From an optimization exercise on the open Yosys and OpenROAD flow, aimed at small area, a short achievable clock period and few clock cycles; shortcuts taken in it are not production practice.
Function was checked by simulation only, so behaviour that the tests miss may differ from the original.
Power and IR drop assume default switching activity.

## design/flow/config.mk

```make
export PLATFORM = sky130hd
export DESIGN_NAME = llc_core
export DESIGN_NICKNAME = llc_core
export VERILOG_FILES = /design/flow/design.v
export SDC_FILE = /design/flow/constraint.sdc
export NUM_CORES = 4
export LEC_CHECK = 0
export CAP_MARGIN = 20
export CORE_MARGIN = 2
export CORE_UTILIZATION = 40
export SLEW_MARGIN = 20
```

## design/flow/constraint.sdc

```tcl
create_clock -name core_clock -period 6.5 [get_ports {clk}]
set_input_delay 1.3000 -clock core_clock [delete_from_list [all_inputs] [get_ports {clk}]]
set_output_delay 1.3000 -clock core_clock [all_outputs]
set_load 0.01 [all_outputs]
```

## design/flow/design.v

```verilog
package llc_pkg;
    localparam int LLC_WAYS      = 4;
    localparam int LLC_SETS      = 16;
    localparam int LLC_SET_BITS  = 4;
    localparam int LLC_TAG_BITS  = 8;
    localparam int LLC_WAY_BITS  = 2;
    localparam int LLC_LINE_BITS = 32;
    typedef logic [LLC_TAG_BITS+LLC_SET_BITS-1:0] line_addr_t;
    typedef logic [LLC_SET_BITS-1:0]              llc_set_t;
    typedef logic [LLC_TAG_BITS-1:0]              llc_tag_t;
    typedef logic [LLC_WAY_BITS-1:0]              llc_way_t;
    typedef logic [LLC_LINE_BITS-1:0]             line_t;
    typedef logic [LLC_WAYS-1:0]                  way_mask_t;
    typedef struct packed {
        logic       write;
        line_addr_t addr;
        line_t      data;
    } cpu_req_t;
    typedef struct packed {
        line_t data;
    } cpu_rsp_t;
    typedef struct packed {
        logic       write;
        line_addr_t addr;
        line_t      data;
    } mem_req_t;
    typedef struct packed {
        line_t data;
    } mem_rsp_t;
    typedef struct packed {
        logic     hit;
        llc_way_t hit_way;
        llc_way_t victim_way;
        logic     victim_valid;
        logic     victim_dirty;
        llc_tag_t victim_tag;
    } tag_result_t;
    typedef enum logic [2:0] {
        IDLE,
        LOOKUP,
        PROCESS,
        WRITEBACK,
        FILL_REQ,
        FILL_WAIT,
        RESPOND
    } llc_state_e;
endpackage
`timescale 1ns/1ps
module llc_core (
    input  logic              clk,
    input  logic              rst,
    input  logic              cpu_req_valid_i,
    output logic              cpu_req_ready_o,
    input  llc_pkg::cpu_req_t cpu_req_i,
    output logic              cpu_rsp_valid_o,
    input  logic              cpu_rsp_ready_i,
    output llc_pkg::cpu_rsp_t cpu_rsp_o,
    output logic              mem_req_valid_o,
    input  logic              mem_req_ready_i,
    output llc_pkg::mem_req_t mem_req_o,
    input  logic              mem_rsp_valid_i,
    output logic              mem_rsp_ready_o,
    input  llc_pkg::mem_rsp_t mem_rsp_i
);
    localparam int W  = llc_pkg::LLC_WAYS;
    localparam int S  = llc_pkg::LLC_SETS;
    localparam int LB = llc_pkg::LLC_LINE_BITS;
    localparam int TB = llc_pkg::LLC_TAG_BITS;
    logic                   full_q  [S];
    llc_pkg::llc_way_t      ptr_q   [S];
    logic [W-1:0]           dirty_q [S];
    llc_pkg::llc_tag_t      tag_q   [S][W];
    llc_pkg::line_t         data_q  [S][W];
    logic                   busy_q;
    logic                   wr_q;
    llc_pkg::llc_set_t      set_q;
    llc_pkg::llc_tag_t      rtag_q;
    llc_pkg::llc_tag_t      vtag_q;
    llc_pkg::llc_way_t      way_q;
    logic                   st_q;       
    logic                   rsp_valid_q;
    llc_pkg::line_t         rsp_q;      
    logic                   mreq_q;
    logic                   wb_q;
    llc_pkg::line_t         mdata_q;
    logic                   fill_q;
    logic                   wr;
    llc_pkg::llc_set_t      set;
    llc_pkg::llc_tag_t      tag;
    llc_pkg::line_t         wdata;
    logic [S-1:0]           sdec;
    logic [W-1:0]           lw_way;     
    logic [W-1:0]           fwd;
    logic                   full;
    llc_pkg::llc_way_t      ptr;
    logic [W-1:0]           ptr_oh;
    logic [W-1:0]           valid;
    logic [W-1:0]           dirty;
    llc_pkg::llc_tag_t      way_tag  [W];
    llc_pkg::line_t         way_data [W];
    logic [W-1:0]           hit_oh;
    logic                   hit;
    logic                   hit_ptr;
    llc_pkg::line_t         hit_data;
    llc_pkg::line_t         ptr_data;
    llc_pkg::llc_tag_t      vtag;
    logic                   fill_now;
    logic                   rsp_fire;
    logic                   acc;
    logic                   lwe;        
    llc_pkg::line_t         lwdata;
    assign wr    = cpu_req_i.write;
    assign set   = cpu_req_i.addr[llc_pkg::LLC_SET_BITS-1:0];
    assign tag   = cpu_req_i.addr[llc_pkg::LLC_SET_BITS +: TB];
    assign wdata = cpu_req_i.data;
    assign fill_now        = fill_q && mem_rsp_valid_i;
    assign cpu_rsp_valid_o = rsp_valid_q || fill_now;
    assign cpu_rsp_o.data  = (fill_q && !wr_q) ? mem_rsp_i.data : rsp_q;
    assign rsp_fire        = cpu_rsp_valid_o && cpu_rsp_ready_i;
    assign cpu_req_ready_o = !busy_q || rsp_fire;
    assign acc             = cpu_req_valid_i && cpu_req_ready_o;
    assign mem_req_valid_o = mreq_q;
    assign mem_req_o.write = wb_q;
    assign mem_req_o.addr  = {(wb_q ? vtag_q : rtag_q), set_q};
    assign mem_req_o.data  = mdata_q;
    assign mem_rsp_ready_o = fill_q;
    assign lwe    = st_q || fill_now;
    assign lwdata = (fill_q && !wr_q) ? mem_rsp_i.data : rsp_q;
    always_comb begin
        for (int s = 0; s < S; s++) sdec[s] = (set == llc_pkg::llc_set_t'(s));
        for (int w = 0; w < W; w++) begin
            lw_way[w] = lwe && (way_q == llc_pkg::llc_way_t'(w));
            fwd[w]    = lw_way[w] && (set == set_q);
        end
    end
    always_comb begin
        full = 1'b0;
        ptr  = '0;
        for (int s = 0; s < S; s++) begin
            full = full | (sdec[s] & full_q[s]);
            ptr  = ptr  | ({2{sdec[s]}} & ptr_q[s]);
        end
        for (int w = 0; w < W; w++) begin
            ptr_oh[w]   = (ptr == llc_pkg::llc_way_t'(w));
            valid[w]    = full || (llc_pkg::llc_way_t'(w) < ptr);
            dirty[w]    = 1'b0;
            way_tag[w]  = '0;
            way_data[w] = {LB{fwd[w]}} & lwdata;
            for (int s = 0; s < S; s++) begin
                dirty[w]    = dirty[w]    | (sdec[s] & dirty_q[s][w]);
                way_tag[w]  = way_tag[w]  | ({TB{sdec[s]}} & tag_q[s][w]);
                way_data[w] = way_data[w] |
                              ({LB{sdec[s] && !(lw_way[w] && set_q == llc_pkg::llc_set_t'(s))}} & data_q[s][w]);
            end
            hit_oh[w] = valid[w] && (way_tag[w] == tag);
        end
    end
    always_comb begin
        hit_data = {LB{wr}} & wdata;
        ptr_data = '0;
        vtag     = '0;
        for (int w = 0; w < W; w++) begin
            hit_data = hit_data | ({LB{hit_oh[w] && !wr}} & way_data[w]);
            ptr_data = ptr_data | ({LB{ptr_oh[w]}} & way_data[w]);
            vtag     = vtag     | ({TB{ptr_oh[w]}} & way_tag[w]);
        end
    end
    assign hit     = |hit_oh;
    assign hit_ptr = |(hit_oh & ptr_oh);
    always_ff @(posedge clk or negedge rst) begin
        if (!rst) begin
            for (int s = 0; s < S; s++) begin
                full_q[s] <= 1'b0;
                ptr_q[s]  <= '0;
            end
            busy_q      <= 1'b0;
            st_q        <= 1'b0;
            rsp_valid_q <= 1'b0;
            mreq_q      <= 1'b0;
            wb_q        <= 1'b0;
            fill_q      <= 1'b0;
        end else begin
            st_q <= 1'b0;
            if (rsp_fire) begin
                busy_q      <= 1'b0;
                rsp_valid_q <= 1'b0;
            end
            if (fill_now) begin
                fill_q <= 1'b0;
                if (!cpu_rsp_ready_i) rsp_valid_q <= 1'b1;
            end
            if (mreq_q && mem_req_ready_i) begin
                if (wb_q) begin
                    wb_q <= 1'b0;
                end else begin
                    mreq_q <= 1'b0;
                    fill_q <= 1'b1;
                end
            end
            if (acc) begin
                busy_q <= 1'b1;
                if (hit) begin
                    rsp_valid_q <= 1'b1;
                    st_q        <= wr;
                end else begin
                    mreq_q <= 1'b1;
                    wb_q   <= full && dirty[ptr];
                end
                for (int s = 0; s < S; s++) begin
                    if (sdec[s] && (!hit || (wr && hit_ptr))) begin
                        ptr_q[s] <= ptr + 2'd1;
                        if (ptr == 2'd3) full_q[s] <= 1'b1;
                    end
                end
            end
        end
    end
    always_ff @(posedge clk) begin
        if (acc) begin
            wr_q    <= wr;
            set_q   <= set;
            rtag_q  <= tag;
            vtag_q  <= vtag;
            way_q   <= hit ? {hit_oh[3] | hit_oh[2], hit_oh[3] | hit_oh[1]} : ptr;
            rsp_q   <= hit_data;
            mdata_q <= ptr_data;
            for (int s = 0; s < S; s++) begin
                for (int w = 0; w < W; w++) begin
                    if (sdec[s] && !hit && ptr_oh[w]) begin
                        tag_q[s][w]   <= tag;
                        dirty_q[s][w] <= wr;
                    end else if (sdec[s] && wr && hit_oh[w]) begin
                        dirty_q[s][w] <= 1'b1;
                    end
                end
            end
        end else if (fill_now && !cpu_rsp_ready_i) begin
            rsp_q <= lwdata;
        end
        for (int s = 0; s < S; s++)
            for (int w = 0; w < W; w++)
                if (lwe && set_q == llc_pkg::llc_set_t'(s) && way_q == llc_pkg::llc_way_t'(w))
                    data_q[s][w] <= lwdata;
    end
endmodule
```

## design/flow/run.sh

```bash
#!/bin/bash
# synth_recipe.tcl (not shown) runs the flow's synth.tcl, then flattens the netlist and writes it again
# the make line also repeats each setting of config.mk as NAME=value (left out here)
make -C /OpenROAD-flow-scripts/flow DESIGN_CONFIG=/design/flow/config.mk WORK_HOME=/design/flow/orfs CLKGATE_MAP_FILE= SYNTH_SCRIPT=/design/flow/synth_recipe.tcl finish
```

==> key figures, run 1 <==
Synthesis
  • Most frequent cell after synthesis: edfxtp_1
  • Asr flop ratio synth: 1.95%
  • Synth top area cells: edfxtp_1, a22oi_1, a22o_1
  • Ys flop type: edfxtp_1
  • Yosys warning count: 8
  • Area of the mapped netlist: 0.107 mm²
  • Share of the synthesized area in the top cell type: 76.0%
  • Number of flops mapped to enable cells by yosys: 2711
  • Mapped Cells: 6254
  • Seq/Total Area, Yosys: 77.2%
  • Avg Cell Area, Syn: 17.1 µm²
  • Syn Nets: 6341
  • Synth cell count leaders: edfxtp_1, a22oi_1, a22o_1
  • Yosys cell types: 105
  • Synth area leader: edfxtp_1
  • #FFs+latches synth: 2765

Routing
  • Routed WL per cell: 38.7 µm
  • Initial drt markers: 12500
  • Routed via count: 70100
  • Antenna viol nets, final: 0
  • Vias per inst: 6.64
  • WL final: 408000 µm
  • DRC Markers: 0
  • Pre-antenna DRT Iters: 8

Power and ir drop
  • VDD IR max: 0.322 mV
  • Total net switching power: 9.83 mW
  • Pleak: 40.5 nW
  • Comb power frac: 9.4%
  • Clock power share: 40.1%
  • Pwr Density: 319 mW/mm²
  • Internal cell power: 30.3 mW
  • Reg power frac: 50.5%
  • Sw Ratio: 24.5%

Clock tree
  • Clock tree buffer depth: 4
  • Cts hold-fix bufs: 0
  • Root buffer cell: clkbuf_16
  • PostCTS Resize Cnt: 0
  • H-tree levels: 5
  • Clk pin slew, worst setup/hold paths: 0.06 ns
  • CTS Sinks: 2765
  • Clock Latency Late Sink: 0.97 ns
  • CTS tree: built
  • Setup repair bufs after CTS: 0
  • Num CTS Buffers: 297

Timing
  • Clock skew: 0.101 ns
  • Slew Limit Headroom: 20.8%
  • Worst Tran Pin Value: 1.18 ns
  • Fin crit period: 5.99 ns
  • Fmax: 167 MHz
  • Final setup margin: 0.509 ns
  • Final Hold Fails: 0
  • Final Cycle Share: 92.2%
  • Unrepaired setup endpoints after global routing: no
  • Setup TNS: 0 ns
  • Slew Limit Fails: 0
  • Hold_ws: 0.466 ns
  • Final setup vio count: 0

Floorplanning
  • DIE HEIGHT: 522 µm
  • Die Area: 0.272 mm²
  • Initial Util: 40.1%
  • Horiz. Die Dim: 522 µm
  • I/O pins: 164
  • # rows: 190
  • Core area: 0.267 mm²

Global routing
  • Global Route Usage Sum: 29.3%
  • Largest net degree at the start of global routing: 72
  • GRT Residual Overflow: 0
  • First-pass GRT wire length: 553000 µm
  • Number of global-route vias before repair: 66000
  • Initial antenna violation count: 22

Worst hold path
  • Min-delay src: full_q[9]
  • Worst min path class: flop to flop
  • Hold depth: 1
  • Hold path endpoint: full_q[9]

Cells and area
  • NumNets Final: 6876
  • Layout cell share with drive strength beyond 1: 17.8%
  • Final Util: 47.0%
  • Synth-to-layout area growth: 17.2%

Placed design
  • Port Buffers: 163
  • Setup WS pre-CTS: 0.147 ns
  • Hpwl dp: 258000 µm
  • GP Congestion: 0.956

Setup path
  • CP max FO: 63
  • Crit start category: input port
  • Reg2reg start: way_q[1]
  • CP Capture Type: flop
  • Critical Path AT: 6.81 ns
  • Crit Path Class: input port to flop
  • Critical path data required time: 7.32 ns
  • Cells on worst reg2reg path: 11
  • FF-to-FF setup slack: 1.22 ns
  • Reg-to-reg endpoint: rsp_q[5]

Flow run
  • Max-Cap Viols: 0

Status
  • Status: complete, no violations
power by group through the flow:
stage                     Clock (mW)  Combinational, mW  Sequential [mW]
after floorplan                    0               1.53             20.6
after global placement             0               3.54             20.6
after detailed placement           0               3.59             20.6
after CTS                       16.1               3.60             20.3
after global routing            16.8               3.76             20.3
final                           16.1               3.77             20.3
logic make-up after synthesis:
kind of cell | count (synthesis) | share of synthesized area (%)
xor+xnor | 20 | 0.163
buf+inv | 462 | 2.05
flops | 2765 | 77.2
compound gates | 1747 | 13.2
simple gates | 1075 | 5.42
mux | 181 | 1.93
fa+ha+maj | 4 | 0.0467
how the worst max path moves through the flow:
stage,from,endpoint,slack (ns),cells past startpoint
global placement,cpu_req_i[34],rsp_q[15],0.15,11
global route,cpu_req_i[34],rsp_q[15],0.68,11
CTS,cpu_req_i[34],rsp_q[15],1.09,11
detailed placement,cpu_req_i[34],rsp_q[15],0.15,11
finish,cpu_req_i[34],rsp_q[15],0.51,11
floorplan,mem_rsp_valid_i,rsp_q[24],0.30,11
stage by stage:
stage / instance area (µm²) / power [mW] / std cells
4_1_cts: 126000 / 39.9 / 10500
3_3_place_gp: 117000 / 24.2 / 10000
2_1_floorplan: 107000 / 22.1 / 6254
6_report: 126000 / 40.1 / 10600
5_1_grt: 126000 / 40.8 / 10500
3_5_place_dp: 117000 / 24.2 / 10000
layout make-up:
class                           count  area (µm²)
Fill cell                       22600      142000
Sequential cell                  2765       82800
Multi-Input combinational cell   3027       23500
Clock buffer                      362        7760
Timing Repair Buffer              663        5720
Tap cell                         3552        4440
Clock inverter                    138        1180
Inverter                           35         136
Antenna cell                       21        52.6
critical path, stage by stage:
cell,delay (ns)
buf_6,0.51
nor2b_2,0.71
a221oi_1,0.21
nor3_1,0.41
nor4_1,0.20
a211o_1,0.40
nor4_4,0.46
and2_0,0.74
nand2_1,0.59
o211ai_1,0.88
o22a_1,0.26
sequential cells by signal, indices dropped and copies added (netlist names):
register / count
fill_q: 1
way_q: 2
full_q: 16
rsp_valid_q: 1
rtag_q: 8
ptr_q: 32
mdata_q: 32
vtag_q: 8
mreq_q: 1
st_q: 1
wr_q: 1
rsp_q: 32
wb_q: 1
data_q: 2048
busy_q: 1
dirty_q: 64
tag_q: 512
set_q: 4
metal layers:
layer  share of wire (%)  up-vias  wire [µm]  global-route usage (%)
met5               0.055        -        226                       0
met4                 8.0       12      32500                    19.1
met3                  12     1175      50500                    7.38
met2                  44     5687     180000                    43.9
met1                  36    36000     145000                    37.8
li1                    -    27200          -                       -
cell usage in the layout, fill, tap and decap left out, drive strengths merged, types with 101 or more instances in the layout:
cell and count:
edfxtp 2711, a22oi 538, buf 514, clkbuf 362
a22o 287, nand2 283, a221oi 270, nor2 219
clkdlybuf4s50 149, nand4 142, clkinv 107, and3 101
Testbench counts, summed over its fixed seeds: cycles 31,143.
==> inputs of run 2 (changes only) <==
--- a/design/flow/design.v
+++ b/design/flow/design.v
@@ -129,7 +129,7 @@
     always_comb begin
         for (int s = 0; s < S; s++) sdec[s] = (set == llc_pkg::llc_set_t'(s));
         for (int w = 0; w < W; w++) begin
-            lw_way[w] = lwe && (way_q == llc_pkg::llc_way_t'(w));
+            lw_way[w] = (st_q || fill_q) && (way_q == llc_pkg::llc_way_t'(w));
             fwd[w]    = lw_way[w] && (set == set_q);
         end
     end
@@ -152,7 +152,10 @@
                 way_data[w] = way_data[w] |
                               ({LB{sdec[s] && !(lw_way[w] && set_q == llc_pkg::llc_set_t'(s))}} & data_q[s][w]);
             end
-            hit_oh[w] = valid[w] && (way_tag[w] == tag);
+            hit_oh[w] = 1'b0;
+            for (int s = 0; s < S; s++)
+                hit_oh[w] = hit_oh[w] | (sdec[s] && tag_q[s][w] == tag);
+            hit_oh[w] = hit_oh[w] && valid[w];
         end
     end
     always_comb begin
==> key figures, run 2 <==
Synthesis
  • Seq/Total Area, Yosys: 75.4%
  • Number of flops mapped to enable cells by yosys: 2711
  • Ys flop type: edfxtp_1
  • Area of the mapped netlist: 0.110 mm²
  • Yosys cell types: 74
  • Most frequent cell after synthesis: edfxtp_1
  • Post-synthesis simple-gate area fraction: 5.31%
  • Adder-cell area share of the yosys netlist: 0.0456%
  • Share of the synthesized area in the top cell type: 74.1%
  • #FFs+latches synth: 2765
  • Syn Nets: 6826
  • Mapped Cells: 6739
  • Synth top area cells: edfxtp_1, a22oi_1, xnor2_1
  • Synth Area in Compound Gates: 12.5%
  • Yosys warning count: 8
  • Largest family of logic cells by synthesized area: compound AO/OA/AOI/OAI gates
  • Synth Area in XOR/XNOR: 4.12%
  • Mux contribution to synthesized area: 0.835%
  • Synth area leader: edfxtp_1
  • Avg Cell Area, Syn: 16.3 µm²
  • Asr flop ratio synth: 1.95%
  • Synth cell count leaders: edfxtp_1, a22oi_1, nand2_1

Clock tree
  • CTS tree: built
  • PostCTS Resize Cnt: 0
  • CTS Sinks: 2765
  • Clock Latency Late Sink: 0.91 ns
  • H-tree levels: 5
  • Cts hold-fix bufs: 0
  • Root buffer cell: clkbuf_16
  • Num CTS Buffers: 295
  • Setup repair bufs after CTS: 0
  • Clock tree buffer depth: 4
  • Clk pin slew, worst setup/hold paths: 0.06 ns

Placed design
  • GP Congestion: 0.959
  • Placed Area: 0.119 mm²
  • Hpwl dp: 249000 µm
  • Port Buffers: 163

Setup path
  • Crit start category: flop
  • Crit Path Class: flop to output port
  • Worst path max stage delay: 0.69 ns
  • CP max FO: 18
  • Critical Path AT: 4.10 ns
  • CP Capture Type: output port
  • CP Cell Sequence: inv_1 > nor2_4 > buf_4 > mux2_2 > clkdlybuf4s50_1
  • Critical path data required time: 5.20 ns
  • Worst path slowest cell: nor2_4

Timing
  • Clock skew: 0.0999 ns
  • Final setup vio count: 0
  • Unrepaired setup endpoints after global routing: no
  • Setup TNS: 0 ns
  • Final Cycle Share: 83.1%
  • Slew Limit Fails: 0
  • Slew Limit Headroom: 24.2%
  • Worst Tran Pin Value: 1.13 ns
  • Fmax: 185 MHz
  • Fin crit period: 5.40 ns
  • Final Hold Fails: 0

Power and ir drop
  • Tot Pwr: 40.5 mW
  • VDD IR max: 0.222 mV
  • Pwr Density: 315 mW/mm²
  • Pleak: 41.0 nW

Routing
  • DRC Markers: 0
  • WL final: 392000 µm
  • Pre-antenna DRT Iters: 9
  • Vias per inst: 6.41
  • Routed WL per cell: 35.6 µm
  • Antenna viol nets, final: 0
  • Initial drt markers: 11100
  • Routed via count: 70500

Floorplanning
  • DIE HEIGHT: 528 µm
  • Initial Util: 40.2%
  • # rows: 192
  • Die Area: 0.279 mm²
  • I/O pins: 164
  • Horiz. Die Dim: 528 µm
  • Core area: 0.273 mm²

Cells and area
  • Final Util: 47.1%
  • Synth-to-layout area growth: 17.3%
  • Layout cell share with drive strength beyond 1: 15.3%
  • Commonest non-fill, non-tap cell in the layout: edfxtp_1
  • Max reg flops: 2048
  • Biggest regs: data_q (2048), tag_q (512), dirty_q (64)
  • Finished Cell Area: 0.129 mm²
  • Most frequent cells in the layout: edfxtp_1, a22oi_1, buf_4, nand2_1, clkbuf_16
  • Most flops, register: data_q
  • NumNets Final: 7270

Global routing
  • Initial antenna violation count: 20
  • GRT Residual Overflow: 0
  • First-pass GRT wire length: 541000 µm
  • Largest net degree at the start of global routing: 89
  • Global Route Usage Sum: 27.4%
  • Number of global-route vias before repair: 67000

Worst hold path
  • Worst min path class: flop to flop

Flow run
  • Max-Cap Viols: 0

Status
  • Status: complete, no violations
## run 2: cell count changes in the layout (fill, tap and decap cells not counted), moves of 82 or more
cell     before  now
a221o_1      85    3
a22oi_1     537  914
nand4_1     141  287
mux2i_1      88    5
xor2_1       10  248
nor2_1      131  227
xnor2_1      10  268
## run 2: per-layer routing
metal | global-route usage (%) | routed length, µm
met1 | 36.1 | 146000
met2 | 42.6 | 178000
met3 | 5.20 | 41700
met4 | 15.6 | 25700
met5 | 0 | 46
## run 2: logic make-up after synthesis
kind of cell	count (synthesis)
AO/OA/AOI/OAI	1730
multiplexers	81
adder cells (fa/ha/maj)	4
buffers and inverters	465
flip-flops	2765
AND/OR/NAND/NOR	1178
XOR/XNOR	516
## run 2: path summary, 6_finish.rpt
check / startpoint / to / slack (ns) / cells after the start
hold / removal: full_q[8] / full_q[8] / 0.49 / 1
min in group asynchronous: rst / ptr_q[5][1] / 0.60 / 2
setup reg to reg: way_q[1] / rsp_q[13] / 1.46 / 10
hold reg to reg: full_q[8] / full_q[8] / 0.49 / 1
setup / recovery: fill_q / cpu_rsp_o[30] / 1.10 / 5
max in group asynchronous: rst / full_q[3] / 5.29 / 2
## run 2: final cells by class
type	instances	area, µm²
inverters	7	31.3
multi-input cells	3509	26600
well taps	3589	4490
clock inverters	169	1820
repair buffers	605	5340
diodes	10	25.0
flip-flops and latches	2765	82800
clock buffers	351	7750
fillers	23100	145000
## run 2: power by group
group / internal (mW) / switching [mW] / leakage, nW
registers: 20.1 / 0.114 / 25.2
logic: 0.864 / 2.58 / 11.1
clock network: 9.83 / 7.04 / 4.66
total: 30.8 / 9.73 / 41.0
## run 2: metrics by stage
stage | instances | hold slack (ns) | setup slack (ns)
final | 11000 | 0.489 | 1.10
after global routing | 11000 | 0.502 | 1.06
after CTS | 11000 | 0.482 | 1.10
after detailed placement | 10500 | 0.469 | 0.609
after global placement | 10500 | 0.467 | 0.114
after floorplan | 6739 | 0.433 | 1.15
## run 2: critical path: cells and delay by family (launching register included)
kind                   cells  cell delay [ns]
buffers and inverters      3             1.26
and+or+nand+nor            1             0.69
DFF                        1             0.59
muxes                      1             0.61
Testbench counts of run 2, summed over its fixed seeds: cycles 31,143.
==> inputs of run 3 (changes only) <==
--- a/design/flow/design.v
+++ b/design/flow/design.v
@@ -79,10 +79,10 @@
     llc_pkg::llc_way_t      way_q;
     logic                   st_q;       
     logic                   rsp_valid_q;
-    llc_pkg::line_t         rsp_q;      
+    llc_pkg::line_t         wd_q [W];   
+    logic [W-1:0]           rsel_q;     
     logic                   mreq_q;
     logic                   wb_q;
-    llc_pkg::line_t         mdata_q;
     logic                   fill_q;
     logic                   wr;
     llc_pkg::llc_set_t      set;
@@ -94,6 +94,7 @@
     logic                   full;
     llc_pkg::llc_way_t      ptr;
     logic [W-1:0]           ptr_oh;
+    logic [W-1:0]           ptr1_oh;
     logic [W-1:0]           valid;
     logic [W-1:0]           dirty;
     llc_pkg::llc_tag_t      way_tag  [W];
@@ -101,8 +102,7 @@
     logic [W-1:0]           hit_oh;
     logic                   hit;
     logic                   hit_ptr;
-    llc_pkg::line_t         hit_data;
-    llc_pkg::line_t         ptr_data;
+    llc_pkg::line_t         sel_out;
     llc_pkg::llc_tag_t      vtag;
     logic                   fill_now;
     logic                   rsp_fire;
@@ -115,17 +115,22 @@
     assign wdata = cpu_req_i.data;
     assign fill_now        = fill_q && mem_rsp_valid_i;
     assign cpu_rsp_valid_o = rsp_valid_q || fill_now;
-    assign cpu_rsp_o.data  = (fill_q && !wr_q) ? mem_rsp_i.data : rsp_q;
+    assign cpu_rsp_o.data  = lwdata;
     assign rsp_fire        = cpu_rsp_valid_o && cpu_rsp_ready_i;
     assign cpu_req_ready_o = !busy_q || rsp_fire;
     assign acc             = cpu_req_valid_i && cpu_req_ready_o;
     assign mem_req_valid_o = mreq_q;
     assign mem_req_o.write = wb_q;
     assign mem_req_o.addr  = {(wb_q ? vtag_q : rtag_q), set_q};
-    assign mem_req_o.data  = mdata_q;
+    assign mem_req_o.data  = sel_out;
     assign mem_rsp_ready_o = fill_q;
     assign lwe    = st_q || fill_now;
-    assign lwdata = (fill_q && !wr_q) ? mem_rsp_i.data : rsp_q;
+    always_comb begin
+        sel_out = '0;
+        for (int w = 0; w < W; w++)
+            sel_out = sel_out | ({LB{rsel_q[w]}} & wd_q[w]);
+    end
+    assign lwdata = (fill_q && !wr_q) ? mem_rsp_i.data : sel_out;
     always_comb begin
         for (int s = 0; s < S; s++) sdec[s] = (set == llc_pkg::llc_set_t'(s));
         for (int w = 0; w < W; w++) begin
@@ -142,6 +147,7 @@
         end
         for (int w = 0; w < W; w++) begin
             ptr_oh[w]   = (ptr == llc_pkg::llc_way_t'(w));
+            ptr1_oh[w]  = (ptr == llc_pkg::llc_way_t'(w - 1));
             valid[w]    = full || (llc_pkg::llc_way_t'(w) < ptr);
             dirty[w]    = 1'b0;
             way_tag[w]  = '0;
@@ -159,14 +165,9 @@
         end
     end
     always_comb begin
-        hit_data = {LB{wr}} & wdata;
-        ptr_data = '0;
-        vtag     = '0;
-        for (int w = 0; w < W; w++) begin
-            hit_data = hit_data | ({LB{hit_oh[w] && !wr}} & way_data[w]);
-            ptr_data = ptr_data | ({LB{ptr_oh[w]}} & way_data[w]);
-            vtag     = vtag     | ({TB{ptr_oh[w]}} & way_tag[w]);
-        end
+        vtag = '0;
+        for (int w = 0; w < W; w++)
+            vtag = vtag | ({TB{ptr_oh[w]}} & way_tag[w]);
     end
     assign hit     = |hit_oh;
     assign hit_ptr = |(hit_oh & ptr_oh);
@@ -225,8 +226,9 @@
             rtag_q  <= tag;
             vtag_q  <= vtag;
             way_q   <= hit ? {hit_oh[3] | hit_oh[2], hit_oh[3] | hit_oh[1]} : ptr;
-            rsp_q   <= hit_data;
-            mdata_q <= ptr_data;
+            for (int w = 0; w < W; w++)
+                wd_q[w] <= (wr && ptr1_oh[w]) ? wdata : way_data[w];
+            rsel_q  <= hit ? (wr ? ptr1_oh : hit_oh) : ptr_oh;
             for (int s = 0; s < S; s++) begin
                 for (int w = 0; w < W; w++) begin
                     if (sdec[s] && !hit && ptr_oh[w]) begin
@@ -237,8 +239,11 @@
                     end
                 end
             end
-        end else if (fill_now && !cpu_rsp_ready_i) begin
-            rsp_q <= lwdata;
+        end else if (fill_now && !cpu_rsp_ready_i && !wr_q) begin
+            wd_q[0] <= mem_rsp_i.data;
+            rsel_q  <= 4'b0001;
+        end else if (mreq_q && !wb_q && mem_req_ready_i && wr_q) begin
+            rsel_q  <= {rsel_q[W-2:0], rsel_q[W-1]};
         end
         for (int s = 0; s < S; s++)
             for (int w = 0; w < W; w++)
--- a/design/flow/config.mk
+++ b/design/flow/config.mk
@@ -8,4 +8,5 @@
 export CAP_MARGIN = 20
 export CORE_MARGIN = 2
 export CORE_UTILIZATION = 40
+export SETUP_SLACK_MARGIN = 2.5
 export SLEW_MARGIN = 20
==> key figures, run 3 <==
Flow run
  • Max-Cap Viols: 0

Cells and area
  • Non-filler cells, final: 11300
  • Area of the multi-input gates: 0.0280 mm²
  • Most flops, register: data_q
  • Max reg flops: 2048
  • Synth-to-layout area growth: 21.1%
  • Commonest non-fill, non-tap cell in the layout: edfxtp_1
  • NumNets Final: 7416
  • Most frequent cells in the layout: edfxtp_1, a22oi_1, buf_4, a221oi_1, xnor2_1
  • Layout cell share with drive strength beyond 1: 20.9%
  • Biggest regs: data_q (2048), tag_q (512), wd_q (128)
  • Finished Cell Area: 0.135 mm²
  • FF+latch area: 0.0848 mm²
  • Filler cell count in the final layout: 23000

Timing
  • Worst Tran Pin Value: 1.33 ns
  • Fmax: 237 MHz
  • Unrepaired setup endpoints after global routing: yes
  • Final Hold Fails: 0
  • Hold_ws: 0.462 ns
  • Slew Limit Headroom: 11.2%
  • Clock skew: 0.0843 ns
  • Fin crit period: 4.23 ns
  • Final setup vio count: 0
  • Slew Limit Fails: 0
  • Final Cycle Share: 65.0%
  • Final setup margin: 2.27 ns

Synthesis
  • Synth cell count leaders: edfxtp_1, a22oi_1, a221oi_1
  • Yosys cell types: 73
  • Synth top area cells: edfxtp_1, a22oi_1, a221oi_1
  • Most frequent cell after synthesis: edfxtp_1
  • Ys flop type: edfxtp_1
  • Asr flop ratio synth: 1.91%
  • Share of the synthesized area in the top cell type: 74.9%
  • Number of flops mapped to enable cells by yosys: 2779
  • Area of the mapped netlist: 0.111 mm²
  • Avg Cell Area, Syn: 16.7 µm²
  • Yosys warning count: 9
  • Seq/Total Area, Yosys: 76.1%
  • Syn Nets: 6779
  • Mapped Cells: 6692
  • #FFs+latches synth: 2833
  • Synth area leader: edfxtp_1

Floorplanning
  • Horiz. Die Dim: 532 µm
  • Initial Util: 40.3%
  • DIE HEIGHT: 532 µm
  • # rows: 193
  • Core area: 0.277 mm²
  • Die Area: 0.283 mm²
  • I/O pins: 164

Power and ir drop
  • VDD IR max: 0.286 mV
  • Pwr Density: 312 mW/mm²
  • Pleak: 42.3 nW

Setup path
  • FF-to-FF setup slack: 2.27 ns
  • CP max FO: 17
  • Critical path data required time: 7.04 ns
  • Critical Path AT: 4.76 ns
  • CP Capture Type: flop
  • Crit Path Class: flop to flop
  • Crit start category: flop

Placed design
  • GP Congestion: 1.03
  • Placed Area: 0.122 mm²
  • Port Buffers: 163
  • Setup WS pre-CTS: -0.0111 ns
  • Hpwl dp: 270000 µm
  • # placed instances: 10500

Routing
  • WL met2: 199000 µm
  • Initial drt markers: 13000
  • Vias per inst: 6.65
  • Wire length on met1: 153000 µm
  • Top layer in use: met5
  • DRC Markers: 0
  • Routed WL per cell: 39.5 µm
  • WL final: 445000 µm
  • Antenna viol nets, final: 0
  • Routed via count: 75100
  • Pre-antenna DRT Iters: 6
  • WL met3: 57000 µm

Global routing
  • GRT Residual Overflow: 0
  • Largest net degree at the start of global routing: 87
  • First-pass GRT wire length: 590000 µm
  • Global Route Usage Sum: 29.9%
  • Number of global-route vias before repair: 70000
  • Initial antenna violation count: 35

Status
  • Status: complete, no violations

Clock tree
  • CTS Sinks: 2833
  • Root buffer cell: clkbuf_16
  • Clock tree buffer depth: 4
  • Cts hold-fix bufs: 0
  • Clock Latency Late Sink: 0.92 ns
  • Num CTS Buffers: 295
  • Clk pin slew, worst setup/hold paths: 0.06 ns
  • H-tree levels: 5
  • CTS tree: built

Worst hold path
  • Worst min path class: flop to flop
-- run 3: critical path, stage by stage, from the launching register on --
cell and delay [ns]:
edfxtp_1 0.35, buf_4 0.22, nand2b_1 0.24, nor2_1 0.86, nand2_1 0.83, nor2_4 0.85
buf_4 0.48
-- run 3: metrics by stage --
step                      setup TNS, ns  utilization [%]  power (mW)
after detailed placement        -0.0219             44.0        25.2
after global routing                  0             48.8        42.9
final                                 0             48.8        42.1
after CTS                             0             48.3        41.8
after floorplan                       0                -        23.1
after global placement                0             43.9        25.1
-- run 3: cell type report --
| type | count | area share, % |
|---|---|---|
| flip-flops and latches | 2833 | 62.8 |
| well taps | 3705 | 3.43 |
| repair buffers | 800 | 6.11 |
| clock buffers | 381 | 5.86 |
| clock inverters | 145 | 1.01 |
| diodes | 16 | 0.0297 |
| multi-input cells | 3391 | 20.7 |
| inverters | 8 | 0.0343 |
-- run 3: power by group --
part / switching (mW) / total, mW / internal (mW)
registers: 0.142 / 21.0 / 20.8
clock network: 7.15 / 16.6 / 9.42
logic: 3.24 / 4.59 / 1.35
total: 10.5 / 42.1 / 31.6
-- run 3: what timing repair did --
| item | CTS | global route |
|---|---|---|
| gates cloned | 10 | 21 |
| setup endpoints to repair | 914 | 799 |
| pin swaps | 48 | 36 |
| buffers inserted | 138 | 65 |
| resized for setup | 301 | 86 |
-- run 3: worst paths after layout --
path,cells after the start,to,startpoint
max,6,data_q[54][26],set_q[1]
min,1,full_q[9],full_q[9]
max reg2reg,6,data_q[54][26],set_q[1]
min reg2reg,1,full_q[9],full_q[9]
max in group asynchronous,2,fill_q,rst
min in group asynchronous,2,rsp_valid_q,rst
-- run 3: cell families (layout without fill, tap and decap cells) --
logic type	count (synthesis)	in the layout	share of synthesized area, %
AND/OR/NAND/NOR	1053	1064	4.80
buffers and inverters	479	1334	1.93
XOR/XNOR	516	516	4.05
other	0	16	0
flip-flops	2833	2833	76.1
multiplexers	47	47	0.510
adder cells (fa/ha/maj)	4	4	0.0449
AO/OA/AOI/OAI	1760	1760	12.6
-- run 3: per-layer routing --
| metal | global-route usage, % | vias to the layer above |
|---|---|---|
| met4 | 19.8 | 38 |
| met1 | 37.1 | 38300 |
| met3 | 8.47 | 1303 |
| met5 | 0.101 | - |
| li1 | - | 29100 |
| met2 | 45.7 | 6297 |
Testbench counts of run 3, summed over its fixed seeds: cycles 31,143.
==> inputs of run 4 (changes only) <==
--- a/design/flow/design.v
+++ b/design/flow/design.v
@@ -79,11 +79,15 @@
     llc_pkg::llc_way_t      way_q;
     logic                   st_q;       
     logic                   rsp_valid_q;
-    llc_pkg::line_t         wd_q [W];   
-    logic [W-1:0]           rsel_q;     
+    llc_pkg::line_t         rsp_q;      
     logic                   mreq_q;
     logic                   wb_q;
+    llc_pkg::line_t         mdata_q;
     logic                   fill_q;
+    logic                   fsel_q;     
+    logic                   pre_ok_q;   
+    logic                   pre_miss_q;
+    logic                   pre_wb_q;
     logic                   wr;
     llc_pkg::llc_set_t      set;
     llc_pkg::llc_tag_t      tag;
@@ -94,7 +98,6 @@
     logic                   full;
     llc_pkg::llc_way_t      ptr;
     logic [W-1:0]           ptr_oh;
-    logic [W-1:0]           ptr1_oh;
     logic [W-1:0]           valid;
     logic [W-1:0]           dirty;
     llc_pkg::llc_tag_t      way_tag  [W];
@@ -102,11 +105,14 @@
     logic [W-1:0]           hit_oh;
     logic                   hit;
     logic                   hit_ptr;
-    llc_pkg::line_t         sel_out;
+    llc_pkg::line_t         hit_data;
+    llc_pkg::line_t         ptr_data;
     llc_pkg::llc_tag_t      vtag;
     logic                   fill_now;
     logic                   rsp_fire;
     logic                   acc;
+    logic                   pre_issue;
+    logic                   vload;
     logic                   lwe;        
     llc_pkg::line_t         lwdata;
     assign wr    = cpu_req_i.write;
@@ -115,22 +121,20 @@
     assign wdata = cpu_req_i.data;
     assign fill_now        = fill_q && mem_rsp_valid_i;
     assign cpu_rsp_valid_o = rsp_valid_q || fill_now;
-    assign cpu_rsp_o.data  = lwdata;
+    assign cpu_rsp_o.data  = fsel_q ? mem_rsp_i.data : rsp_q;
     assign rsp_fire        = cpu_rsp_valid_o && cpu_rsp_ready_i;
     assign cpu_req_ready_o = !busy_q || rsp_fire;
     assign acc             = cpu_req_valid_i && cpu_req_ready_o;
-    assign mem_req_valid_o = mreq_q;
-    assign mem_req_o.write = wb_q;
-    assign mem_req_o.addr  = {(wb_q ? vtag_q : rtag_q), set_q};
-    assign mem_req_o.data  = sel_out;
+    assign pre_issue       = pre_ok_q && pre_miss_q;
+    assign mem_req_valid_o = mreq_q || (acc && pre_issue);
+    assign mem_req_o.write = mreq_q ? wb_q : pre_wb_q;
+    assign mem_req_o.addr  = {((!mreq_q && !pre_wb_q) ? tag : ((mreq_q && !wb_q) ? rtag_q : vtag_q)),
+                              (mreq_q ? set_q : set)};
+    assign vload           = !(mreq_q && wb_q);
+    assign mem_req_o.data  = mdata_q;
     assign mem_rsp_ready_o = fill_q;
     assign lwe    = st_q || fill_now;
-    always_comb begin
-        sel_out = '0;
-        for (int w = 0; w < W; w++)
-            sel_out = sel_out | ({LB{rsel_q[w]}} & wd_q[w]);
-    end
-    assign lwdata = (fill_q && !wr_q) ? mem_rsp_i.data : sel_out;
+    assign lwdata = wr_q ? rsp_q : mem_rsp_i.data;
     always_comb begin
         for (int s = 0; s < S; s++) sdec[s] = (set == llc_pkg::llc_set_t'(s));
         for (int w = 0; w < W; w++) begin
@@ -147,7 +151,6 @@
         end
         for (int w = 0; w < W; w++) begin
             ptr_oh[w]   = (ptr == llc_pkg::llc_way_t'(w));
-            ptr1_oh[w]  = (ptr == llc_pkg::llc_way_t'(w - 1));
             valid[w]    = full || (llc_pkg::llc_way_t'(w) < ptr);
             dirty[w]    = 1'b0;
             way_tag[w]  = '0;
@@ -165,9 +168,14 @@
         end
     end
     always_comb begin
-        vtag = '0;
-        for (int w = 0; w < W; w++)
-            vtag = vtag | ({TB{ptr_oh[w]}} & way_tag[w]);
+        hit_data = {LB{wr}} & wdata;
+        ptr_data = '0;
+        vtag     = '0;
+        for (int w = 0; w < W; w++) begin
+            hit_data = hit_data | ({LB{hit_oh[w] && !wr}} & way_data[w]);
+            ptr_data = ptr_data | ({LB{ptr_oh[w]}} & way_data[w]);
+            vtag     = vtag     | ({TB{ptr_oh[w]}} & way_tag[w]);
+        end
     end
     assign hit     = |hit_oh;
     assign hit_ptr = |(hit_oh & ptr_oh);
@@ -183,7 +191,10 @@
             mreq_q      <= 1'b0;
             wb_q        <= 1'b0;
             fill_q      <= 1'b0;
+            fsel_q      <= 1'b0;
+            pre_ok_q    <= 1'b0;
         end else begin
+            pre_ok_q <= busy_q && !acc && cpu_req_valid_i && vload;
             st_q <= 1'b0;
             if (rsp_fire) begin
                 busy_q      <= 1'b0;
@@ -191,6 +202,7 @@
             end
             if (fill_now) begin
                 fill_q <= 1'b0;
+                fsel_q <= 1'b0;
                 if (!cpu_rsp_ready_i) rsp_valid_q <= 1'b1;
             end
             if (mreq_q && mem_req_ready_i) begin
@@ -199,6 +211,7 @@
                 end else begin
                     mreq_q <= 1'b0;
                     fill_q <= 1'b1;
+                    fsel_q <= !wr_q;
                 end
             end
             if (acc) begin
@@ -207,8 +220,15 @@
                     rsp_valid_q <= 1'b1;
                     st_q        <= wr;
                 end else begin
-                    mreq_q <= 1'b1;
-                    wb_q   <= full && dirty[ptr];
+                    if (pre_issue && mem_req_ready_i) begin
+                        mreq_q <= pre_wb_q;
+                        wb_q   <= 1'b0;
+                        fill_q <= !pre_wb_q;
+                        fsel_q <= !pre_wb_q && !wr;
+                    end else begin
+                        mreq_q <= 1'b1;
+                        wb_q   <= full && dirty[ptr];
+                    end
                 end
                 for (int s = 0; s < S; s++) begin
                     if (sdec[s] && (!hit || (wr && hit_ptr))) begin
@@ -220,15 +240,18 @@
         end
     end
     always_ff @(posedge clk) begin
+        pre_miss_q <= !hit;
+        pre_wb_q   <= full && dirty[ptr];
+        if (acc || vload) begin
+            vtag_q  <= vtag;
+            mdata_q <= ptr_data;
+        end
         if (acc) begin
             wr_q    <= wr;
             set_q   <= set;
             rtag_q  <= tag;
-            vtag_q  <= vtag;
             way_q   <= hit ? {hit_oh[3] | hit_oh[2], hit_oh[3] | hit_oh[1]} : ptr;
-            for (int w = 0; w < W; w++)
-                wd_q[w] <= (wr && ptr1_oh[w]) ? wdata : way_data[w];
-            rsel_q  <= hit ? (wr ? ptr1_oh : hit_oh) : ptr_oh;
+            rsp_q   <= hit_data;
             for (int s = 0; s < S; s++) begin
                 for (int w = 0; w < W; w++) begin
                     if (sdec[s] && !hit && ptr_oh[w]) begin
@@ -239,11 +262,8 @@
                     end
                 end
             end
-        end else if (fill_now && !cpu_rsp_ready_i && !wr_q) begin
-            wd_q[0] <= mem_rsp_i.data;
-            rsel_q  <= 4'b0001;
-        end else if (mreq_q && !wb_q && mem_req_ready_i && wr_q) begin
-            rsel_q  <= {rsel_q[W-2:0], rsel_q[W-1]};
+        end else if (fill_now && !cpu_rsp_ready_i) begin
+            rsp_q <= lwdata;
         end
         for (int s = 0; s < S; s++)
             for (int w = 0; w < W; w++)
--- a/design/flow/config.mk
+++ b/design/flow/config.mk
@@ -8,5 +8,5 @@
 export CAP_MARGIN = 20
 export CORE_MARGIN = 2
 export CORE_UTILIZATION = 40
-export SETUP_SLACK_MARGIN = 2.5
+export SETUP_SLACK_MARGIN = 2.8
 export SLEW_MARGIN = 20
==> key figures, run 4 <==
Setup path
  • CP Capture Type: flop
  • Crit start category: input port
  • CP max FO: 8
  • Critical Path AT: 4.32 ns
  • Crit Path Class: input port to flop
  • CP Cell Sequence: buf_16 > buf_16 > buf_12 > buf_12 > xor2_2 > nor4_1 > nand3_1 > nand4_1 > nor4_4 > buf_6 > nor2_4 > nor4_4 > buf_4 > buf_12 > buf_12 > nand2_8 > nor2_4
  • Worst path max stage delay: 0.39 ns
  • Worst path slowest cell: nor4_4
  • Critical path data required time: 6.97 ns
  • Most used cell, CP: buf_12

Global routing
  • Global Route Usage Sum: 29.6%
  • Initial antenna violation count: 7
  • Number of global-route vias before repair: 70900
  • First-pass GRT wire length: 582000 µm
  • GRT Residual Overflow: 0
  • Largest net degree at the start of global routing: 87

Synthesis
  • Post-synthesis simple-gate area fraction: 5.94%
  • Synth Area in Compound Gates: 12.0%
  • Adder-cell area share of the yosys netlist: 0.0452%
  • Area of the mapped netlist: 0.111 mm²
  • Avg Cell Area, Syn: 16.0 µm²
  • Largest family of logic cells by synthesized area: compound AO/OA/AOI/OAI gates
  • Ys flop type: edfxtp_1
  • Asr flop ratio synth: 2.02%
  • Mux contribution to synthesized area: 1.18%
  • Synth area leader: edfxtp_1
  • Syn Nets: 6998
  • Synth Area in XOR/XNOR: 4.08%
  • Seq/Total Area, Yosys: 74.9%
  • Most frequent cell after synthesis: edfxtp_1
  • Number of flops mapped to enable cells by yosys: 2711
  • Synth cell count leaders: edfxtp_1, a22oi_1, nand2_1
  • Yosys warning count: 8
  • Mapped Cells: 6911
  • Share of the synthesized area in the top cell type: 73.6%
  • Synth top area cells: edfxtp_1, a22oi_1, xnor2_1
  • Yosys cell types: 72
  • #FFs+latches synth: 2769

Cells and area
  • Non-filler cells, final: 11600
  • NumNets Final: 7728
  • Layout cell share with drive strength beyond 1: 21.6%
  • Final Util: 49.2%
  • Max reg flops: 2048
  • Synth-to-layout area growth: 22.7%
  • Most flops, register: data_q
  • Most frequent cells in the layout: edfxtp_1, a22oi_1, buf_4, nand2_1, clkbuf_16
  • Filler cell count in the final layout: 22900
  • Biggest regs: data_q (2048), tag_q (512), dirty_q (64)
  • Commonest non-fill, non-tap cell in the layout: edfxtp_1

Power and ir drop
  • Comb power frac: 13.2%
  • Clock power share: 38.0%
  • Total net switching power: 11.3 mW
  • Reg power frac: 48.8%
  • Internal cell power: 31.6 mW
  • Sw Ratio: 26.3%
  • Pleak: 43.5 nW
  • VDD IR max: 0.202 mV
  • Pwr Density: 316 mW/mm²

Timing
  • Slew Limit Fails: 0
  • Fin crit period: 3.85 ns
  • Setup TNS: 0 ns
  • Hold_ws: 0.495 ns
  • Clock skew: 0.0986 ns
  • Slew Limit Headroom: 19.9%
  • Unrepaired setup endpoints after global routing: yes
  • Final Hold Fails: 0
  • Final setup vio count: 0
  • Worst Tran Pin Value: 1.20 ns
  • Fmax: 260 MHz
  • Final Cycle Share: 59.2%

Clock tree
  • Clock tree buffer depth: 4
  • CTS tree: built
  • Clk pin slew, worst setup/hold paths: 0.06 ns
  • Num CTS Buffers: 295
  • Cts hold-fix bufs: 0
  • H-tree levels: 5
  • Clock Latency Late Sink: 0.89 ns
  • CTS Sinks: 2769
  • Root buffer cell: clkbuf_16

Routing
  • Antenna viol nets, final: 0
  • WL final: 429000 µm
  • Initial drt markers: 12700
  • Pre-antenna DRT Iters: 8
  • DRC Markers: 0
  • Routed WL per cell: 37.0 µm
  • Vias per inst: 6.48
  • Routed via count: 75100

Floorplanning
  • I/O pins: 164
  • Initial Util: 40.1%
  • Die Area: 0.281 mm²
  • DIE HEIGHT: 530 µm
  • Horiz. Die Dim: 530 µm
  • # rows: 193
  • Core area: 0.276 mm²

Placed design
  • GP Congestion: 0.947
  • Port Buffers: 163
  • Hpwl dp: 257000 µm
  • # placed instances: 10700

Status
  • Status: complete, no violations

Flow run
  • Max-Cap Viols: 0

Worst hold path
  • Worst min path class: flop to flop
==> run 4: cell types whose count changed after synthesis, sizes merged, moves of 60 or more <==
cell,before,now
xor2,188,258
xnor2,328,258
a222oi,128,29
nor3,41,101
o22a,96,0
nand4,238,301
mux2,42,105
a22oi,694,1049
nand3,192,84
edfxtp,2779,2711
nand2,189,363
a221oi,349,181
==> run 4: final timing paths <==
check,from,endpoint,slack (ns),cells after the start
max reg2reg,fill_q,mdata_q[20],2.72,9
min,full_q[5],full_q[5],0.50,1
max,cpu_req_i[38],tag_q[37][0],2.65,17
min in group asynchronous,rst,rsp_valid_q,0.64,2
max in group asynchronous,rst,wb_q,5.25,2
min reg2reg,full_q[5],full_q[5],0.50,1
==> run 4: metal layers <==
| layer | GRT usage, % | up-vias | wire length (µm) |
|---|---|---|---|
| li1 | - | 29700 | - |
| met5 | 0 | - | 27 |
| met1 | 37.2 | 38200 | 150000 |
| met3 | 6.21 | 1289 | 48800 |
| met4 | 21.4 | 4 | 36700 |
| met2 | 45.4 | 5832 | 194000 |
==> run 4: area by class of cell <==
| type | instances | area, µm² | area share [%] |
|---|---|---|---|
| Sequential cell | 2769 | 82900 | 61.1 |
| Timing Repair Buffer | 912 | 9950 | 7.33 |
| Multi-Input combinational cell | 3651 | 29000 | 21.4 |
| Antenna cell | 11 | 27.5 | 0.0203 |
| Clock buffer | 371 | 7880 | 5.81 |
| Clock inverter | 152 | 1270 | 0.939 |
| Inverter | 12 | 66.3 | 0.0489 |
| Tap cell | 3705 | 4640 | 3.42 |
==> run 4: kinds of logic after synthesis <==
group | Yosys count
muxes | 116
and+or+nand+nor | 1300
buffers and inverters | 497
xor gates and xnor gates | 516
AOI/OAI and AO/OA | 1709
DFF | 2769
adders and majority gates | 4
==> run 4: power by group through the flow <==
stage / clock [mW] / sequential, mW / combinational (mW)
detailed placement: 0 / 21.4 / 4.80
global placement: 0 / 21.4 / 4.75
global route: 17.0 / 20.9 / 5.78
floorplan: 0 / 21.1 / 2.18
finish: 16.3 / 20.9 / 5.68
CTS: 16.4 / 20.9 / 5.30
==> run 4: worst max-delay path: cells and delay by family <==
kind,cells,cell delay (ns)
buffers and inverters,8,1.27
AND/OR/NAND/NOR,8,1.57
XOR/XNOR,1,0.14
==> run 4: per-stage QoR <==
stage	setup slack, ns	total power, mW	instance area [µm²]
floorplan	1.85	23.3	112000
global placement	0.218	26.1	121000
detailed placement	0.580	26.2	121000
CTS	2.71	42.6	134000
global route	2.71	43.7	136000
finish	2.65	42.9	136000
==> run 4: repair_timing <==
item / 4_1_cts / 5_1_grt
buffers inserted: 191 / 89
resized for setup: 312 / 139
pin swaps: 47 / 46
endpoints found under the setup margin: 1333 / 735
cloned: 33 / 14
Testbench counts of run 4, summed over its fixed seeds: cycles 30,624.
==> inputs of run 5 (changes only) <==
--- a/design/flow/design.v
+++ b/design/flow/design.v
@@ -76,8 +76,9 @@
     llc_pkg::llc_set_t      set_q;
     llc_pkg::llc_tag_t      rtag_q;
     llc_pkg::llc_tag_t      vtag_q;
-    llc_pkg::llc_way_t      way_q;
+    llc_pkg::llc_way_t      way_q;      
     logic                   st_q;       
+    logic                   tw_q;       
     logic                   rsp_valid_q;
     llc_pkg::line_t         rsp_q;      
     logic                   mreq_q;
@@ -95,16 +96,15 @@
     logic [S-1:0]           sdec;
     logic [W-1:0]           lw_way;     
     logic [W-1:0]           fwd;
+    llc_pkg::llc_way_t      ptr_f [S];  
     logic                   full;
     llc_pkg::llc_way_t      ptr;
     logic [W-1:0]           ptr_oh;
-    logic [W-1:0]           valid;
     logic [W-1:0]           dirty;
     llc_pkg::llc_tag_t      way_tag  [W];
     llc_pkg::line_t         way_data [W];
     logic [W-1:0]           hit_oh;
     logic                   hit;
-    logic                   hit_ptr;
     llc_pkg::line_t         hit_data;
     llc_pkg::line_t         ptr_data;
     llc_pkg::llc_tag_t      vtag;
@@ -123,20 +123,25 @@
     assign cpu_rsp_valid_o = rsp_valid_q || fill_now;
     assign cpu_rsp_o.data  = fsel_q ? mem_rsp_i.data : rsp_q;
     assign rsp_fire        = cpu_rsp_valid_o && cpu_rsp_ready_i;
-    assign cpu_req_ready_o = !busy_q || rsp_fire;
+    assign cpu_req_ready_o = (!busy_q || rsp_fire) && !tw_q;
     assign acc             = cpu_req_valid_i && cpu_req_ready_o;
     assign pre_issue       = pre_ok_q && pre_miss_q;
     assign mem_req_valid_o = mreq_q || (acc && pre_issue);
     assign mem_req_o.write = mreq_q ? wb_q : pre_wb_q;
     assign mem_req_o.addr  = {((!mreq_q && !pre_wb_q) ? tag : ((mreq_q && !wb_q) ? rtag_q : vtag_q)),
                               (mreq_q ? set_q : set)};
-    assign vload           = !(mreq_q && wb_q);
     assign mem_req_o.data  = mdata_q;
     assign mem_rsp_ready_o = fill_q;
-    assign lwe    = st_q || fill_now;
+    assign vload           = !(mreq_q && wb_q);
+    assign lwe    = st_q || fill_q;
     assign lwdata = wr_q ? rsp_q : mem_rsp_i.data;
     always_comb begin
-        for (int s = 0; s < S; s++) sdec[s] = (set == llc_pkg::llc_set_t'(s));
+        for (int s = 0; s < S; s++) begin
+            sdec[s]  = (set == llc_pkg::llc_set_t'(s));
+            ptr_f[s] = ptr_q[s];
+            if (st_q && set_q == llc_pkg::llc_set_t'(s) && way_q == ptr_q[s])
+                ptr_f[s] = ptr_q[s] + 2'd1;
+        end
         for (int w = 0; w < W; w++) begin
             lw_way[w] = (st_q || fill_q) && (way_q == llc_pkg::llc_way_t'(w));
             fwd[w]    = lw_way[w] && (set == set_q);
@@ -147,24 +152,23 @@
         ptr  = '0;
         for (int s = 0; s < S; s++) begin
             full = full | (sdec[s] & full_q[s]);
-            ptr  = ptr  | ({2{sdec[s]}} & ptr_q[s]);
+            ptr  = ptr  | ({2{sdec[s]}} & ptr_f[s]);
         end
         for (int w = 0; w < W; w++) begin
             ptr_oh[w]   = (ptr == llc_pkg::llc_way_t'(w));
-            valid[w]    = full || (llc_pkg::llc_way_t'(w) < ptr);
             dirty[w]    = 1'b0;
             way_tag[w]  = '0;
             way_data[w] = {LB{fwd[w]}} & lwdata;
+            hit_oh[w]   = 1'b0;
             for (int s = 0; s < S; s++) begin
                 dirty[w]    = dirty[w]    | (sdec[s] & dirty_q[s][w]);
                 way_tag[w]  = way_tag[w]  | ({TB{sdec[s]}} & tag_q[s][w]);
                 way_data[w] = way_data[w] |
                               ({LB{sdec[s] && !(lw_way[w] && set_q == llc_pkg::llc_set_t'(s))}} & data_q[s][w]);
-            end
-            hit_oh[w] = 1'b0;
-            for (int s = 0; s < S; s++)
-                hit_oh[w] = hit_oh[w] | (sdec[s] && tag_q[s][w] == tag);
-            hit_oh[w] = hit_oh[w] && valid[w];
+                hit_oh[w]   = hit_oh[w] | (sdec[s] &&
+                              (full_q[s] || llc_pkg::llc_way_t'(w) < ptr_q[s]) &&
+                              tag_q[s][w] == tag);
+            end
         end
     end
     always_comb begin
@@ -177,8 +181,7 @@
             vtag     = vtag     | ({TB{ptr_oh[w]}} & way_tag[w]);
         end
     end
-    assign hit     = |hit_oh;
-    assign hit_ptr = |(hit_oh & ptr_oh);
+    assign hit = |hit_oh;
     always_ff @(posedge clk or negedge rst) begin
         if (!rst) begin
             for (int s = 0; s < S; s++) begin
@@ -187,6 +190,7 @@
             end
             busy_q      <= 1'b0;
             st_q        <= 1'b0;
+            tw_q        <= 1'b0;
             rsp_valid_q <= 1'b0;
             mreq_q      <= 1'b0;
             wb_q        <= 1'b0;
@@ -194,8 +198,15 @@
             fsel_q      <= 1'b0;
             pre_ok_q    <= 1'b0;
         end else begin
-            pre_ok_q <= busy_q && !acc && cpu_req_valid_i && vload;
-            st_q <= 1'b0;
+            pre_ok_q <= busy_q && !acc && cpu_req_valid_i && vload && !tw_q;
+            st_q     <= acc && hit && wr;
+            tw_q     <= acc && !hit;
+            for (int s = 0; s < S; s++) begin
+                if ((tw_q || st_q) && set_q == llc_pkg::llc_set_t'(s) && way_q == ptr_q[s]) begin
+                    ptr_q[s] <= ptr_q[s] + 2'd1;
+                    if (ptr_q[s] == 2'd3) full_q[s] <= 1'b1;
+                end
+            end
             if (rsp_fire) begin
                 busy_q      <= 1'b0;
                 rsp_valid_q <= 1'b0;
@@ -218,7 +229,6 @@
                 busy_q <= 1'b1;
                 if (hit) begin
                     rsp_valid_q <= 1'b1;
-                    st_q        <= wr;
                 end else begin
                     if (pre_issue && mem_req_ready_i) begin
                         mreq_q <= pre_wb_q;
@@ -230,12 +240,6 @@
                         wb_q   <= full && dirty[ptr];
                     end
                 end
-                for (int s = 0; s < S; s++) begin
-                    if (sdec[s] && (!hit || (wr && hit_ptr))) begin
-                        ptr_q[s] <= ptr + 2'd1;
-                        if (ptr == 2'd3) full_q[s] <= 1'b1;
-                    end
-                end
             end
         end
     end
@@ -252,22 +256,21 @@
             rtag_q  <= tag;
             way_q   <= hit ? {hit_oh[3] | hit_oh[2], hit_oh[3] | hit_oh[1]} : ptr;
             rsp_q   <= hit_data;
-            for (int s = 0; s < S; s++) begin
-                for (int w = 0; w < W; w++) begin
-                    if (sdec[s] && !hit && ptr_oh[w]) begin
-                        tag_q[s][w]   <= tag;
-                        dirty_q[s][w] <= wr;
-                    end else if (sdec[s] && wr && hit_oh[w]) begin
+        end else if (fill_now && !cpu_rsp_ready_i) begin
+            rsp_q <= lwdata;
+        end
+        for (int s = 0; s < S; s++) begin
+            for (int w = 0; w < W; w++) begin
+                if (set_q == llc_pkg::llc_set_t'(s) && way_q == llc_pkg::llc_way_t'(w)) begin
+                    if (tw_q) begin
+                        tag_q[s][w]   <= rtag_q;
+                        dirty_q[s][w] <= wr_q;
+                    end else if (st_q) begin
                         dirty_q[s][w] <= 1'b1;
                     end
-                end
-            end
-        end else if (fill_now && !cpu_rsp_ready_i) begin
-            rsp_q <= lwdata;
-        end
-        for (int s = 0; s < S; s++)
-            for (int w = 0; w < W; w++)
-                if (lwe && set_q == llc_pkg::llc_set_t'(s) && way_q == llc_pkg::llc_way_t'(w))
-                    data_q[s][w] <= lwdata;
+                    if (lwe) data_q[s][w] <= lwdata;
+                end
+            end
+        end
     end
 endmodule
--- a/design/flow/config.mk
+++ b/design/flow/config.mk
@@ -8,5 +8,8 @@
 export CAP_MARGIN = 20
 export CORE_MARGIN = 2
 export CORE_UTILIZATION = 40
+export CTS_BUF_LIST = sky130_fd_sc_hd__clkbuf_8 sky130_fd_sc_hd__clkbuf_16
+export CTS_CLUSTER_DIAMETER = 80
+export CTS_CLUSTER_SIZE = 25
 export SETUP_SLACK_MARGIN = 2.8
 export SLEW_MARGIN = 20
==> key figures, run 5 <==
Status
  • Status: complete, no violations

Clock tree
  • CTS Sinks: 2770
  • Num CTS Buffers: 140
  • Root buffer cell: clkbuf_16
  • Clock tree buffer depth: 3
  • CTS tree: built
  • H-tree levels: 4
  • Clock Latency Late Sink: 0.88 ns
  • Cts hold-fix bufs: 0
  • Clk pin slew, worst setup/hold paths: 0.10 ns

Floorplanning
  • I/O pins: 164
  • Die Area: 0.285 mm²
  • # rows: 194
  • Initial Util: 40.2%
  • DIE HEIGHT: 534 µm
  • Core area: 0.280 mm²
  • Horiz. Die Dim: 534 µm

Global routing
  • Global Route Usage Sum: 30.7%
  • First-pass GRT wire length: 606000 µm
  • Number of global-route vias before repair: 70400
  • Largest net degree at the start of global routing: 66
  • GRT Residual Overflow: 0
  • Initial antenna violation count: 22

Timing
  • Fin crit period: 3.83 ns
  • Slew Limit Fails: 0
  • Slew Limit Headroom: 11.7%
  • Final setup margin: 2.67 ns
  • Setup TNS: 0 ns
  • Final Hold Fails: 0
  • Final setup vio count: 0
  • Fmax: 261 MHz
  • Unrepaired setup endpoints after global routing: yes
  • Final Cycle Share: 59.0%
  • Worst Tran Pin Value: 1.32 ns
  • Clock skew: 0.0889 ns

Power and ir drop
  • Internal cell power: 26.5 mW
  • Pwr Density: 282 mW/mm²
  • Reg power frac: 57.4%
  • VDD IR max: 0.218 mV
  • Clock power share: 27.5%
  • Total net switching power: 10.3 mW
  • Comb power frac: 15.2%
  • Sw Ratio: 27.9%
  • Pleak: 40.3 nW

Synthesis
  • Synth area leader: edfxtp_1
  • Synth top area cells: edfxtp_1, a22oi_1, xnor2_1
  • Seq/Total Area, Yosys: 73.7%
  • Area of the mapped netlist: 0.112 mm²
  • Mapped Cells: 6987
  • Ys flop type: edfxtp_1
  • Most frequent cell after synthesis: edfxtp_1
  • Syn Nets: 7118
  • #FFs+latches synth: 2770
  • Synth cell count leaders: edfxtp_1, a22oi_1, xnor2_1
  • Number of flops mapped to enable cells by yosys: 2711
  • Share of the synthesized area in the top cell type: 72.4%
  • Yosys warning count: 9
  • Avg Cell Area, Syn: 16.1 µm²
  • Asr flop ratio synth: 2.06%
  • Yosys cell types: 88

Flow run
  • Max-Cap Viols: 0

Cells and area
  • Biggest regs: data_q (2048), tag_q (512), dirty_q (64)
  • FF+latch area: 0.0829 mm²
  • NumNets Final: 7665
  • Max reg flops: 2048
  • Synth-to-layout area growth: 15.6%
  • Filler cell count in the final layout: 24000
  • Commonest non-fill, non-tap cell in the layout: edfxtp_1
  • Layout cell share with drive strength beyond 1: 17.7%
  • Area of the multi-input gates: 0.0297 mm²
  • Most frequent cells in the layout: edfxtp_1, a22oi_1, buf_4, xnor2_1, nand4_1
  • Most flops, register: data_q

Setup path
  • Worst setup path endpoint: mdata_q[30]
  • CP Cell Sequence: buf_6 > buf_6 > buf_6 > or2_4 > nor4b_4 > xnor2_2 > o22ai_2 > or4_4 > or4b_4 > buf_16 > mux2i_1 > buf_4
  • Critical Path AT: 4.48 ns
  • Worst path max stage delay: 0.73 ns
  • Reg-to-reg endpoint: mdata_q[30]
  • Most used cell, CP: buf_6
  • Worst setup path start: set_q[1]
  • CP max FO: 16
  • FF-to-FF setup slack: 2.67 ns
  • Worst path slowest cell: or4b_4
  • WP buf/inv: 5
  • Crit start category: flop
  • Reg2reg start: set_q[1]
  • Crit Path Class: flop to flop
  • Critical path data required time: 7.15 ns
  • Cell family with most CP delay: simple AND/OR/NAND/NOR gates
  • Crit. path cell count: 12
  • CP Capture Type: flop
  • Cells on worst reg2reg path: 12

Routing
  • Routed WL per cell: 39.9 µm
  • Antenna viol nets, final: 0
  • Initial drt markers: 13400
  • Routed via count: 75100
  • Vias per inst: 6.63
  • DRC Markers: 0
  • Pre-antenna DRT Iters: 6
  • WL final: 452000 µm

Placed design
  • Setup WS pre-CTS: 0.888 ns
  • Port Buffers: 163
  • GP Congestion: 1.01
  • Hpwl dp: 288000 µm

Worst hold path
  • Worst min path class: flop to flop
[run 5: cell types whose count changed after synthesis, moves of 34 or more]
cell	previous run	this run
a221oi_1	180	98
nor3_1	101	36
a22o_1	179	102
ha_1	4	48
nand2_1	363	170
o2111ai_1	0	34
buf_2	71	153
a22oi_1	1049	1112
nand3_1	84	35
xnor2_1	258	320
a211oi_1	16	55
clkbuf_1	342	240
inv_1	9	62
mux2i_1	10	109
[run 5: layout make-up]
type,instances,share of cell area (%)
Antenna cell,12,0.0231
Clock buffer,141,2.71
Clock inverter,58,0.491
Inverter,62,0.189
Multi-Input combinational cell,3693,22.8
Sequential cell,2770,63.8
Tap cell,3724,3.59
Timing Repair Buffer,867,6.37
[run 5: routing by layer]
| layer | track usage, % | routed length (µm) | up-vias |
|---|---|---|---|
| met5 | 0 | 72 | - |
| met4 | 20.5 | 36300 | 12 |
| met3 | 6.89 | 55700 | 1121 |
| li1 | - | - | 29500 |
| met2 | 45.6 | 198000 | 5868 |
| met1 | 40.4 | 163000 | 38600 |
[run 5: logic make-up after synthesis]
group	after synthesis	share of synthesized area (%)
AOI/OAI and AO/OA	1770	12.0
xor gates and xnor gates	584	4.57
adders and majority gates	48	0.534
buffers and inverters	533	2.08
DFF	2770	73.7
muxes	169	1.57
and+or+nand+nor	1113	5.51
[run 5: how the worst min path moves through the flow]
| stage | from | to | cells after the start |
|---|---|---|---|
| after global routing | busy_q | busy_q | 2 |
| after global placement | busy_q | busy_q | 2 |
| final | busy_q | busy_q | 2 |
| after detailed placement | busy_q | busy_q | 2 |
| after CTS | busy_q | busy_q | 2 |
| after floorplan | full_q[0] | full_q[0] | 2 |
[run 5: repair_timing]
item,4_1_cts,5_1_grt
setup endpoints to repair,578,171
cloned,18,3
resized for setup,273,183
pin swaps,38,59
buffers inserted,170,78
[run 5: worst register-to-register path: cells and delay by family, from the launching register on]
kind | cells | cell delay (ns)
multiplexers | 1 | 0.20
AO/OA/AOI/OAI | 1 | 0.11
flip-flops | 1 | 0.42
buffers and inverters | 5 | 0.81
XOR/XNOR | 1 | 0.18
AND/OR/NAND/NOR | 4 | 1.92
[run 5: stage by stage]
stage | cell area (µm²) | hold slack [ns] | util, % | power [mW] | cells
after floorplan | 112000 | 0.484 | - | 23.3 | 6987
after global placement | 121000 | 0.546 | 43.4 | 26.2 | 10800
after detailed placement | 122000 | 0.555 | 43.5 | 26.3 | 10800
after CTS | 129000 | 0.578 | 46.0 | 36.4 | 11200
after global routing | 130000 | 0.595 | 46.5 | 37.4 | 11300
final | 130000 | 0.541 | 46.5 | 36.7 | 11300
[run 5: power groups by stage]
| stage | logic, mW | registers [mW] | clock network, mW |
|---|---|---|---|
| after floorplan | 2.12 | 21.2 | 0 |
| after global placement | 4.72 | 21.5 | 0 |
| after detailed placement | 4.78 | 21.5 | 0 |
| after CTS | 5.27 | 21.0 | 10.1 |
| after global routing | 5.67 | 21.0 | 10.6 |
| final | 5.57 | 21.1 | 10.1 |
Testbench counts of run 5, summed over its fixed seeds: cycles 30,624.

[separate check: timing with driven ports]
Ports are ideal in the flow. The routed layouts listed here were re-timed in OpenROAD. Step 1 (the two cells are an assumption about what drives the block):
set clk [get_ports {clk}]
set_driving_cell -lib_cell sky130_fd_sc_hd__clkbuf_16 $clk
set_driving_cell -lib_cell sky130_fd_sc_hd__buf_2 [delete_from_list [all_inputs] $clk]
Step 2, shift: input delay + t, output delay - t, t = (earliest + latest rising clock arrival at the registers) / 2. This alone moves slack from input paths to output paths. Three values: ideal, step 1, step 2; two values: the first two.
run	t, ns	setup slack, ns	hold slack, ns
run 1	1.019	0.509 / 0.569 / -0.450	0.466 / 0.466 / 0.466
run 2	0.954	1.097 / 1.001 / 0.314	0.489 / 0.489 / 0.489
run 3	0.978	2.273 / 2.200 / 1.308	0.462 / 0.462 / 0.462
run 4	0.941	2.651 / 2.523 / 1.582	0.495 / 0.495 / 0.495
run 5	0.937	2.666 / 2.535 / 1.624	0.541 / 0.541 / 0.541
With both steps, setup timing fails in run 1, where it was met with ideal ports. The setup slack of run 4, which loses most, moves by -0.128 ns with the drivers and by -1.069 ns with both steps.
